Background: an optimization exercise with open tools, aiming at small area, a short achievable clock period and few clock cycles per item. Do not read the settings as production practice. RTL that was checked went through simulation tests only; none was proved equivalent to the original. Power and IR drop assume default switching activity.

## radio_pairing_slave_fsm_top
module radio_pairing_slave_fsm_top (
	input  logic                                 clk,
	input  logic                                 arst_n,
	input  logic                                 cfg_we,
	input  logic [rpsf_pkg::CFG_IDX_W-1:0]       cfg_index,
	input  logic [rpsf_pkg::ADDR_W-1:0]          cfg_data,
	input  logic                                 poll_valid,
	output logic                                 poll_ready,
	input  logic                                 poll_enable,
	input  logic [rpsf_pkg::TIME_W-1:0]          poll_now_ms,
	input  logic                                 poll_rx_valid,
	input  logic [rpsf_pkg::LEN_W-1:0]           poll_rx_length,
	input  logic [rpsf_pkg::CMD_W-1:0]           poll_rx_command,
	input  logic [rpsf_pkg::WORD_W-1:0]          poll_rx_magic,
	input  logic [rpsf_pkg::ADDR_W-1:0]          poll_rx_granted_address,
	output logic                                 result_valid,
	input  logic                                 result_ready,
	output logic                                 result_send_valid,
	output logic                                 result_send_kind,
	output logic [rpsf_pkg::WORD_W-1:0]          result_send_word,
	output logic [rpsf_pkg::ADDR_W-1:0]          result_send_address,
	output logic [rpsf_pkg::ADDR_W-1:0]          result_link_address,
	output logic                                 result_rx_flush,
	output logic [rpsf_pkg::PHASE_W-1:0]         result_phase,
	output logic [rpsf_pkg::COUNT_W-1:0]         result_verify_count,
	output logic                                 result_finish
);
For scale: ~300 I/O pins, roughly 15000 um2 of cells after synthesis.
export LEC_CHECK = 0
export CAP_MARGIN = 20
export CORE_MARGIN = 2
export CORE_UTILIZATION = 65
export CTS_CLUSTER_DIAMETER = 100
export CTS_CLUSTER_SIZE = 30
export SETUP_SLACK_MARGIN = 2.8
export SLEW_MARGIN = 20
export SYNTH_HIERARCHICAL = 1
create_clock -name core_clock -period 5.5 [get_ports {clk}]
standard.sh (not shown) runs the stock make flow with config.mk's settings and CLKGATE_MAP_FILE= SYNTH_SCRIPT=/design/flow/synth_recipe.tcl, a recipe that flattens the netlist after the stock synthesis.
==> flow/flow/run.sh <==
#!/bin/bash
# Standard layout with two changes:
#  - the port buffers are the smallest buffer (buf_1) instead of the one
#    buffer_ports picks by default;
#  - the slow four-input OR/NOR/AND cells, the three-input OR cells and the
#    4-stack AOI/OAI are added to
#    the don't-use list, so synthesis builds wide ORs from faster gates.
set -euo pipefail
export BUFFER_PORTS_ARGS="-buffer_cell sky130_fd_sc_hd__buf_1"
PLATFORM_DONT_USE="sky130_fd_sc_hd__lpflow_bleeder_1 sky130_fd_sc_hd__lpflow_clkbufkapwr_1 sky130_fd_sc_hd__lpflow_clkbufkapwr_16 sky130_fd_sc_hd__lpflow_clkbufkapwr_2 sky130_fd_sc_hd__lpflow_clkbufkapwr_4 sky130_fd_sc_hd__lpflow_clkbufkapwr_8 sky130_fd_sc_hd__lpflow_clkinvkapwr_1 sky130_fd_sc_hd__lpflow_clkinvkapwr_16 sky130_fd_sc_hd__lpflow_clkinvkapwr_2 sky130_fd_sc_hd__lpflow_clkinvkapwr_4 sky130_fd_sc_hd__lpflow_clkinvkapwr_8 sky130_fd_sc_hd__lpflow_decapkapwr_12 sky130_fd_sc_hd__lpflow_decapkapwr_3 sky130_fd_sc_hd__lpflow_decapkapwr_4 sky130_fd_sc_hd__lpflow_decapkapwr_6 sky130_fd_sc_hd__lpflow_decapkapwr_8 sky130_fd_sc_hd__lpflow_inputiso0n_1 sky130_fd_sc_hd__lpflow_inputiso0p_1 sky130_fd_sc_hd__lpflow_inputiso1n_1 sky130_fd_sc_hd__lpflow_inputiso1p_1 sky130_fd_sc_hd__lpflow_inputisolatch_1 sky130_fd_sc_hd__lpflow_isobufsrc_1 sky130_fd_sc_hd__lpflow_isobufsrc_16 sky130_fd_sc_hd__lpflow_isobufsrc_2 sky130_fd_sc_hd__lpflow_isobufsrc_4 sky130_fd_sc_hd__lpflow_isobufsrc_8 sky130_fd_sc_hd__lpflow_isobufsrckapwr_16 sky130_fd_sc_hd__lpflow_lsbuf_lh_hl_isowell_tap_1 sky130_fd_sc_hd__lpflow_lsbuf_lh_hl_isowell_tap_2 sky130_fd_sc_hd__lpflow_lsbuf_lh_hl_isowell_tap_4 sky130_fd_sc_hd__lpflow_lsbuf_lh_isowell_4 sky130_fd_sc_hd__lpflow_lsbuf_lh_isowell_tap_1 sky130_fd_sc_hd__lpflow_lsbuf_lh_isowell_tap_2 sky130_fd_sc_hd__lpflow_lsbuf_lh_isowell_tap_4 sky130_fd_sc_hd__probe_p_8 sky130_fd_sc_hd__probec_p_8 "
EXTRA_DONT_USE="sky130_fd_sc_hd__a2111o_1 sky130_fd_sc_hd__a2111o_2 sky130_fd_sc_hd__a2111o_4 sky130_fd_sc_hd__a2111oi_0 sky130_fd_sc_hd__a2111oi_1 sky130_fd_sc_hd__a2111oi_2 sky130_fd_sc_hd__a2111oi_4 sky130_fd_sc_hd__nor4_1 sky130_fd_sc_hd__nor4_2 sky130_fd_sc_hd__nor4_4 sky130_fd_sc_hd__nor4b_1 sky130_fd_sc_hd__nor4b_2 sky130_fd_sc_hd__nor4b_4 sky130_fd_sc_hd__nor4bb_1 sky130_fd_sc_hd__nor4bb_2 sky130_fd_sc_hd__nor4bb_4 sky130_fd_sc_hd__o2111a_1 sky130_fd_sc_hd__o2111a_2 sky130_fd_sc_hd__o2111a_4 sky130_fd_sc_hd__o2111ai_1 sky130_fd_sc_hd__o2111ai_2 sky130_fd_sc_hd__o2111ai_4 sky130_fd_sc_hd__or4_1 sky130_fd_sc_hd__or4_2 sky130_fd_sc_hd__or4_4 sky130_fd_sc_hd__or4b_1 sky130_fd_sc_hd__or4b_2 sky130_fd_sc_hd__or4b_4 sky130_fd_sc_hd__or4bb_1 sky130_fd_sc_hd__or4bb_2 sky130_fd_sc_hd__or4bb_4 sky130_fd_sc_hd__or3_1 sky130_fd_sc_hd__or3_2 sky130_fd_sc_hd__or3_4 sky130_fd_sc_hd__or3b_1 sky130_fd_sc_hd__or3b_2 sky130_fd_sc_hd__or3b_4 sky130_fd_sc_hd__and4_1 sky130_fd_sc_hd__and4_2 sky130_fd_sc_hd__and4_4 sky130_fd_sc_hd__and4b_1 sky130_fd_sc_hd__and4b_2 sky130_fd_sc_hd__and4b_4 sky130_fd_sc_hd__and4bb_1 sky130_fd_sc_hd__and4bb_2 sky130_fd_sc_hd__and4bb_4"
bash standard.sh DONT_USE_CELLS="$PLATFORM_DONT_USE $EXTRA_DONT_USE" finish > standard_flow.log 2>&1
Change:
==> flow/flow/run.sh (replaced) <==
#!/bin/bash
# Standard layout with two changes:
#  - the port buffers are the smallest buffer (buf_1) instead of the one
#    buffer_ports picks by default;
#  - the slow four-input OR/NOR cells, the three-input OR cells and the
#    4-stack AOI/OAI are added to
#    the don't-use list, so synthesis builds wide ORs from faster gates.
set -euo pipefail
export BUFFER_PORTS_ARGS="-buffer_cell sky130_fd_sc_hd__buf_1"
PLATFORM_DONT_USE="sky130_fd_sc_hd__lpflow_bleeder_1 sky130_fd_sc_hd__lpflow_clkbufkapwr_1 sky130_fd_sc_hd__lpflow_clkbufkapwr_16 sky130_fd_sc_hd__lpflow_clkbufkapwr_2 sky130_fd_sc_hd__lpflow_clkbufkapwr_4 sky130_fd_sc_hd__lpflow_clkbufkapwr_8 sky130_fd_sc_hd__lpflow_clkinvkapwr_1 sky130_fd_sc_hd__lpflow_clkinvkapwr_16 sky130_fd_sc_hd__lpflow_clkinvkapwr_2 sky130_fd_sc_hd__lpflow_clkinvkapwr_4 sky130_fd_sc_hd__lpflow_clkinvkapwr_8 sky130_fd_sc_hd__lpflow_decapkapwr_12 sky130_fd_sc_hd__lpflow_decapkapwr_3 sky130_fd_sc_hd__lpflow_decapkapwr_4 sky130_fd_sc_hd__lpflow_decapkapwr_6 sky130_fd_sc_hd__lpflow_decapkapwr_8 sky130_fd_sc_hd__lpflow_inputiso0n_1 sky130_fd_sc_hd__lpflow_inputiso0p_1 sky130_fd_sc_hd__lpflow_inputiso1n_1 sky130_fd_sc_hd__lpflow_inputiso1p_1 sky130_fd_sc_hd__lpflow_inputisolatch_1 sky130_fd_sc_hd__lpflow_isobufsrc_1 sky130_fd_sc_hd__lpflow_isobufsrc_16 sky130_fd_sc_hd__lpflow_isobufsrc_2 sky130_fd_sc_hd__lpflow_isobufsrc_4 sky130_fd_sc_hd__lpflow_isobufsrc_8 sky130_fd_sc_hd__lpflow_isobufsrckapwr_16 sky130_fd_sc_hd__lpflow_lsbuf_lh_hl_isowell_tap_1 sky130_fd_sc_hd__lpflow_lsbuf_lh_hl_isowell_tap_2 sky130_fd_sc_hd__lpflow_lsbuf_lh_hl_isowell_tap_4 sky130_fd_sc_hd__lpflow_lsbuf_lh_isowell_4 sky130_fd_sc_hd__lpflow_lsbuf_lh_isowell_tap_1 sky130_fd_sc_hd__lpflow_lsbuf_lh_isowell_tap_2 sky130_fd_sc_hd__lpflow_lsbuf_lh_isowell_tap_4 sky130_fd_sc_hd__probe_p_8 sky130_fd_sc_hd__probec_p_8 "
EXTRA_DONT_USE="sky130_fd_sc_hd__a2111o_1 sky130_fd_sc_hd__a2111o_2 sky130_fd_sc_hd__a2111o_4 sky130_fd_sc_hd__a2111oi_0 sky130_fd_sc_hd__a2111oi_1 sky130_fd_sc_hd__a2111oi_2 sky130_fd_sc_hd__a2111oi_4 sky130_fd_sc_hd__nor4_1 sky130_fd_sc_hd__nor4_2 sky130_fd_sc_hd__nor4_4 sky130_fd_sc_hd__nor4b_1 sky130_fd_sc_hd__nor4b_2 sky130_fd_sc_hd__nor4b_4 sky130_fd_sc_hd__nor4bb_1 sky130_fd_sc_hd__nor4bb_2 sky130_fd_sc_hd__nor4bb_4 sky130_fd_sc_hd__o2111a_1 sky130_fd_sc_hd__o2111a_2 sky130_fd_sc_hd__o2111a_4 sky130_fd_sc_hd__o2111ai_1 sky130_fd_sc_hd__o2111ai_2 sky130_fd_sc_hd__o2111ai_4 sky130_fd_sc_hd__or4_1 sky130_fd_sc_hd__or4_2 sky130_fd_sc_hd__or4_4 sky130_fd_sc_hd__or4b_1 sky130_fd_sc_hd__or4b_2 sky130_fd_sc_hd__or4b_4 sky130_fd_sc_hd__or4bb_1 sky130_fd_sc_hd__or4bb_2 sky130_fd_sc_hd__or4bb_4 sky130_fd_sc_hd__or3_1 sky130_fd_sc_hd__or3_2 sky130_fd_sc_hd__or3_4 sky130_fd_sc_hd__or3b_1 sky130_fd_sc_hd__or3b_2 sky130_fd_sc_hd__or3b_4"
bash standard.sh DONT_USE_CELLS="$PLATFORM_DONT_USE $EXTRA_DONT_USE" finish > standard_flow.log 2>&1
Outcome: Setup slack got worse by 15 ps. Via count came out lower by a few percent. Global-route usage came out lower by 2.6 points. Core utilization came out lower by 1.1 points. Routed wire length came out lower by a little under a tenth. Power came out lower by a few percent. Sequential cell count does not change. Clock-buffer cell count is unchanged. Die area came out lower slightly. Design area came out lower slightly.
No run of this note included a check of the RTL's function; only the layout flow was run.

========
radio_pairing_slave_fsm_top, a different RTL version from the one above (not shown whole).
For scale: ~1,100 cells after synthesis, roughly 14,000 sq um of cells after synthesis.
Design radio_pairing_slave_fsm_top, start of the top module:
module radio_pairing_slave_fsm_top (
	input  logic                                 clk,
	input  logic                                 arst_n,
	input  logic                                 cfg_we,
	input  logic [rpsf_pkg::CFG_IDX_W-1:0]       cfg_index,
	input  logic [rpsf_pkg::ADDR_W-1:0]          cfg_data,
	input  logic                                 poll_valid,
	output logic                                 poll_ready,
	input  logic                                 poll_enable,
	input  logic [rpsf_pkg::TIME_W-1:0]          poll_now_ms,
	input  logic                                 poll_rx_valid,
	input  logic [rpsf_pkg::LEN_W-1:0]           poll_rx_length,
	input  logic [rpsf_pkg::CMD_W-1:0]           poll_rx_command,
	input  logic [rpsf_pkg::WORD_W-1:0]          poll_rx_magic,
	input  logic [rpsf_pkg::ADDR_W-1:0]          poll_rx_granted_address,
	output logic                                 result_valid,
	input  logic                                 result_ready,
	output logic                                 result_send_valid,
  ...
==> flow/config.mk <==
export PLATFORM = sky130hd
export DESIGN_NAME = radio_pairing_slave_fsm_top
export DESIGN_NICKNAME = radio_pairing_slave_fsm_top
export VERILOG_FILES = /design/flow/design.v
export SDC_FILE = /design/flow/constraint.sdc
export NUM_CORES = 4
export LEC_CHECK = 0
export CAP_MARGIN = 20
export CORE_MARGIN = 2
export CORE_UTILIZATION = 65
export CTS_CLUSTER_DIAMETER = 100
export CTS_CLUSTER_SIZE = 24
export SETUP_SLACK_MARGIN = 2.8
export SLEW_MARGIN = 20
export SYNTH_HIERARCHICAL = 1
==> flow/constraint.sdc <==
create_clock -name core_clock -period 5.5 [get_ports {clk}]
set_input_delay 1.1000 -clock core_clock [delete_from_list [all_inputs] [get_ports {clk}]]
set_output_delay 1.1000 -clock core_clock [all_outputs]
set_load 0.01 [all_outputs]
==> flow/flow/run.sh <==
#!/bin/bash
# Standard layout with two changes:
#  - the port buffers are the smallest buffer (buf_1) instead of the one
#    buffer_ports picks by default;
#  - the slow four-input OR/NOR cells, the three-input OR cells and the
#    4-stack AOI/OAI are added to
#    the don't-use list, so synthesis builds wide ORs from faster gates.
set -euo pipefail
export BUFFER_PORTS_ARGS="-buffer_cell sky130_fd_sc_hd__buf_1"
PLATFORM_DONT_USE="sky130_fd_sc_hd__lpflow_bleeder_1 sky130_fd_sc_hd__lpflow_clkbufkapwr_1 sky130_fd_sc_hd__lpflow_clkbufkapwr_16 sky130_fd_sc_hd__lpflow_clkbufkapwr_2 sky130_fd_sc_hd__lpflow_clkbufkapwr_4 sky130_fd_sc_hd__lpflow_clkbufkapwr_8 sky130_fd_sc_hd__lpflow_clkinvkapwr_1 sky130_fd_sc_hd__lpflow_clkinvkapwr_16 sky130_fd_sc_hd__lpflow_clkinvkapwr_2 sky130_fd_sc_hd__lpflow_clkinvkapwr_4 sky130_fd_sc_hd__lpflow_clkinvkapwr_8 sky130_fd_sc_hd__lpflow_decapkapwr_12 sky130_fd_sc_hd__lpflow_decapkapwr_3 sky130_fd_sc_hd__lpflow_decapkapwr_4 sky130_fd_sc_hd__lpflow_decapkapwr_6 sky130_fd_sc_hd__lpflow_decapkapwr_8 sky130_fd_sc_hd__lpflow_inputiso0n_1 sky130_fd_sc_hd__lpflow_inputiso0p_1 sky130_fd_sc_hd__lpflow_inputiso1n_1 sky130_fd_sc_hd__lpflow_inputiso1p_1 sky130_fd_sc_hd__lpflow_inputisolatch_1 sky130_fd_sc_hd__lpflow_isobufsrc_1 sky130_fd_sc_hd__lpflow_isobufsrc_16 sky130_fd_sc_hd__lpflow_isobufsrc_2 sky130_fd_sc_hd__lpflow_isobufsrc_4 sky130_fd_sc_hd__lpflow_isobufsrc_8 sky130_fd_sc_hd__lpflow_isobufsrckapwr_16 sky130_fd_sc_hd__lpflow_lsbuf_lh_hl_isowell_tap_1 sky130_fd_sc_hd__lpflow_lsbuf_lh_hl_isowell_tap_2 sky130_fd_sc_hd__lpflow_lsbuf_lh_hl_isowell_tap_4 sky130_fd_sc_hd__lpflow_lsbuf_lh_isowell_4 sky130_fd_sc_hd__lpflow_lsbuf_lh_isowell_tap_1 sky130_fd_sc_hd__lpflow_lsbuf_lh_isowell_tap_2 sky130_fd_sc_hd__lpflow_lsbuf_lh_isowell_tap_4 sky130_fd_sc_hd__probe_p_8 sky130_fd_sc_hd__probec_p_8 "
EXTRA_DONT_USE="sky130_fd_sc_hd__a2111o_1 sky130_fd_sc_hd__a2111o_2 sky130_fd_sc_hd__a2111o_4 sky130_fd_sc_hd__a2111oi_0 sky130_fd_sc_hd__a2111oi_1 sky130_fd_sc_hd__a2111oi_2 sky130_fd_sc_hd__a2111oi_4 sky130_fd_sc_hd__nor4_1 sky130_fd_sc_hd__nor4_2 sky130_fd_sc_hd__nor4_4 sky130_fd_sc_hd__nor4b_1 sky130_fd_sc_hd__nor4b_2 sky130_fd_sc_hd__nor4b_4 sky130_fd_sc_hd__nor4bb_1 sky130_fd_sc_hd__nor4bb_2 sky130_fd_sc_hd__nor4bb_4 sky130_fd_sc_hd__o2111a_1 sky130_fd_sc_hd__o2111a_2 sky130_fd_sc_hd__o2111a_4 sky130_fd_sc_hd__o2111ai_1 sky130_fd_sc_hd__o2111ai_2 sky130_fd_sc_hd__o2111ai_4 sky130_fd_sc_hd__or4_1 sky130_fd_sc_hd__or4_2 sky130_fd_sc_hd__or4_4 sky130_fd_sc_hd__or4b_1 sky130_fd_sc_hd__or4b_2 sky130_fd_sc_hd__or4b_4 sky130_fd_sc_hd__or4bb_1 sky130_fd_sc_hd__or4bb_2 sky130_fd_sc_hd__or4bb_4 sky130_fd_sc_hd__or3_1 sky130_fd_sc_hd__or3_2 sky130_fd_sc_hd__or3_4 sky130_fd_sc_hd__or3b_1 sky130_fd_sc_hd__or3b_2 sky130_fd_sc_hd__or3b_4"
bash standard.sh DONT_USE_CELLS="$PLATFORM_DONT_USE $EXTRA_DONT_USE" finish > standard_flow.log 2>&1
The starting point ran to the end with no violations.
Testbench counts at the start, summed over its fixed seeds: cycles 24,008, items 24,000.
Change:
==> flow/flow/run.sh (replaced) <==
#!/bin/bash
# Standard layout with two changes:
#  - the port buffers are the smallest buffer (buf_1) instead of the one
#    buffer_ports picks by default;
#  - the slow four-input OR/NOR cells (and the 4-stack AOI/OAI) are added to
#    the don't-use list, so synthesis builds wide ORs from faster gates.
set -euo pipefail
export BUFFER_PORTS_ARGS="-buffer_cell sky130_fd_sc_hd__buf_1"
PLATFORM_DONT_USE="sky130_fd_sc_hd__lpflow_bleeder_1 sky130_fd_sc_hd__lpflow_clkbufkapwr_1 sky130_fd_sc_hd__lpflow_clkbufkapwr_16 sky130_fd_sc_hd__lpflow_clkbufkapwr_2 sky130_fd_sc_hd__lpflow_clkbufkapwr_4 sky130_fd_sc_hd__lpflow_clkbufkapwr_8 sky130_fd_sc_hd__lpflow_clkinvkapwr_1 sky130_fd_sc_hd__lpflow_clkinvkapwr_16 sky130_fd_sc_hd__lpflow_clkinvkapwr_2 sky130_fd_sc_hd__lpflow_clkinvkapwr_4 sky130_fd_sc_hd__lpflow_clkinvkapwr_8 sky130_fd_sc_hd__lpflow_decapkapwr_12 sky130_fd_sc_hd__lpflow_decapkapwr_3 sky130_fd_sc_hd__lpflow_decapkapwr_4 sky130_fd_sc_hd__lpflow_decapkapwr_6 sky130_fd_sc_hd__lpflow_decapkapwr_8 sky130_fd_sc_hd__lpflow_inputiso0n_1 sky130_fd_sc_hd__lpflow_inputiso0p_1 sky130_fd_sc_hd__lpflow_inputiso1n_1 sky130_fd_sc_hd__lpflow_inputiso1p_1 sky130_fd_sc_hd__lpflow_inputisolatch_1 sky130_fd_sc_hd__lpflow_isobufsrc_1 sky130_fd_sc_hd__lpflow_isobufsrc_16 sky130_fd_sc_hd__lpflow_isobufsrc_2 sky130_fd_sc_hd__lpflow_isobufsrc_4 sky130_fd_sc_hd__lpflow_isobufsrc_8 sky130_fd_sc_hd__lpflow_isobufsrckapwr_16 sky130_fd_sc_hd__lpflow_lsbuf_lh_hl_isowell_tap_1 sky130_fd_sc_hd__lpflow_lsbuf_lh_hl_isowell_tap_2 sky130_fd_sc_hd__lpflow_lsbuf_lh_hl_isowell_tap_4 sky130_fd_sc_hd__lpflow_lsbuf_lh_isowell_4 sky130_fd_sc_hd__lpflow_lsbuf_lh_isowell_tap_1 sky130_fd_sc_hd__lpflow_lsbuf_lh_isowell_tap_2 sky130_fd_sc_hd__lpflow_lsbuf_lh_isowell_tap_4 sky130_fd_sc_hd__probe_p_8 sky130_fd_sc_hd__probec_p_8 "
EXTRA_DONT_USE="sky130_fd_sc_hd__a2111o_1 sky130_fd_sc_hd__a2111o_2 sky130_fd_sc_hd__a2111o_4 sky130_fd_sc_hd__a2111oi_0 sky130_fd_sc_hd__a2111oi_1 sky130_fd_sc_hd__a2111oi_2 sky130_fd_sc_hd__a2111oi_4 sky130_fd_sc_hd__nor4_1 sky130_fd_sc_hd__nor4_2 sky130_fd_sc_hd__nor4_4 sky130_fd_sc_hd__nor4b_1 sky130_fd_sc_hd__nor4b_2 sky130_fd_sc_hd__nor4b_4 sky130_fd_sc_hd__nor4bb_1 sky130_fd_sc_hd__nor4bb_2 sky130_fd_sc_hd__nor4bb_4 sky130_fd_sc_hd__o2111a_1 sky130_fd_sc_hd__o2111a_2 sky130_fd_sc_hd__o2111a_4 sky130_fd_sc_hd__o2111ai_1 sky130_fd_sc_hd__o2111ai_2 sky130_fd_sc_hd__o2111ai_4 sky130_fd_sc_hd__or4_1 sky130_fd_sc_hd__or4_2 sky130_fd_sc_hd__or4_4 sky130_fd_sc_hd__or4b_1 sky130_fd_sc_hd__or4b_2 sky130_fd_sc_hd__or4b_4 sky130_fd_sc_hd__or4bb_1 sky130_fd_sc_hd__or4bb_2 sky130_fd_sc_hd__or4bb_4"
bash standard.sh DONT_USE_CELLS="$PLATFORM_DONT_USE $EXTRA_DONT_USE" finish > standard_flow.log 2>&1
--- a/flow/config.mk
+++ b/flow/config.mk
@@ -11,5 +11,5 @@
 export CTS_CLUSTER_DIAMETER = 100
 export CTS_CLUSTER_SIZE = 24
-export SETUP_SLACK_MARGIN = 2.8
+export SETUP_SLACK_MARGIN = 2.5
 export SLEW_MARGIN = 20
 export SYNTH_HIERARCHICAL = 1
Outcome: Design area came out lower slightly; worst hold slack improves by 7.9 ps; register-to-register slack gets worse by 130 ps.

re-timing with driven ports:
In the flow no input, the clock included, has a driving cell. The finished layouts below were timed again as built, in two steps.
Step 1: set_driving_cell puts a clkbuf_16 on clk and a buf_2 on each other input, an assumption about the parent block.
Step 2 moves the port delays by t, midway between the first and last clock arrival at a register: inputs arrive t later, outputs are due t later. That takes back most of the time a late clock gives input paths.
Slacks: ideal / step 1 / step 2; pairs: ideal / step 1.
| run | t, ns | slack for setup (ns) | worst setup path after step 2 | worst data-port slew with drivers (ns) |
|---|---|---|---|---|
| the first run of note 1 | 0.543 | 2.799 / 2.752 / 2.271 | input to register | 0.08 |
| the second run of note 1 | 0.529 | 2.784 / 2.769 / 2.278 | input to register | 0.08 |
| the first run of note 2 | 0.538 | 2.778 / 2.785 / 2.253 | input to register | 0.11 |
| the second run of note 2 | 0.544 | 2.554 / 2.557 / 2.034 | input to register | 0.10 |
After both steps setup and hold are still met in every run listed. For the first run of note 1, which loses most, drivers alone change the setup slack by -0.047 ns; drivers and shift together by -0.528 ns.
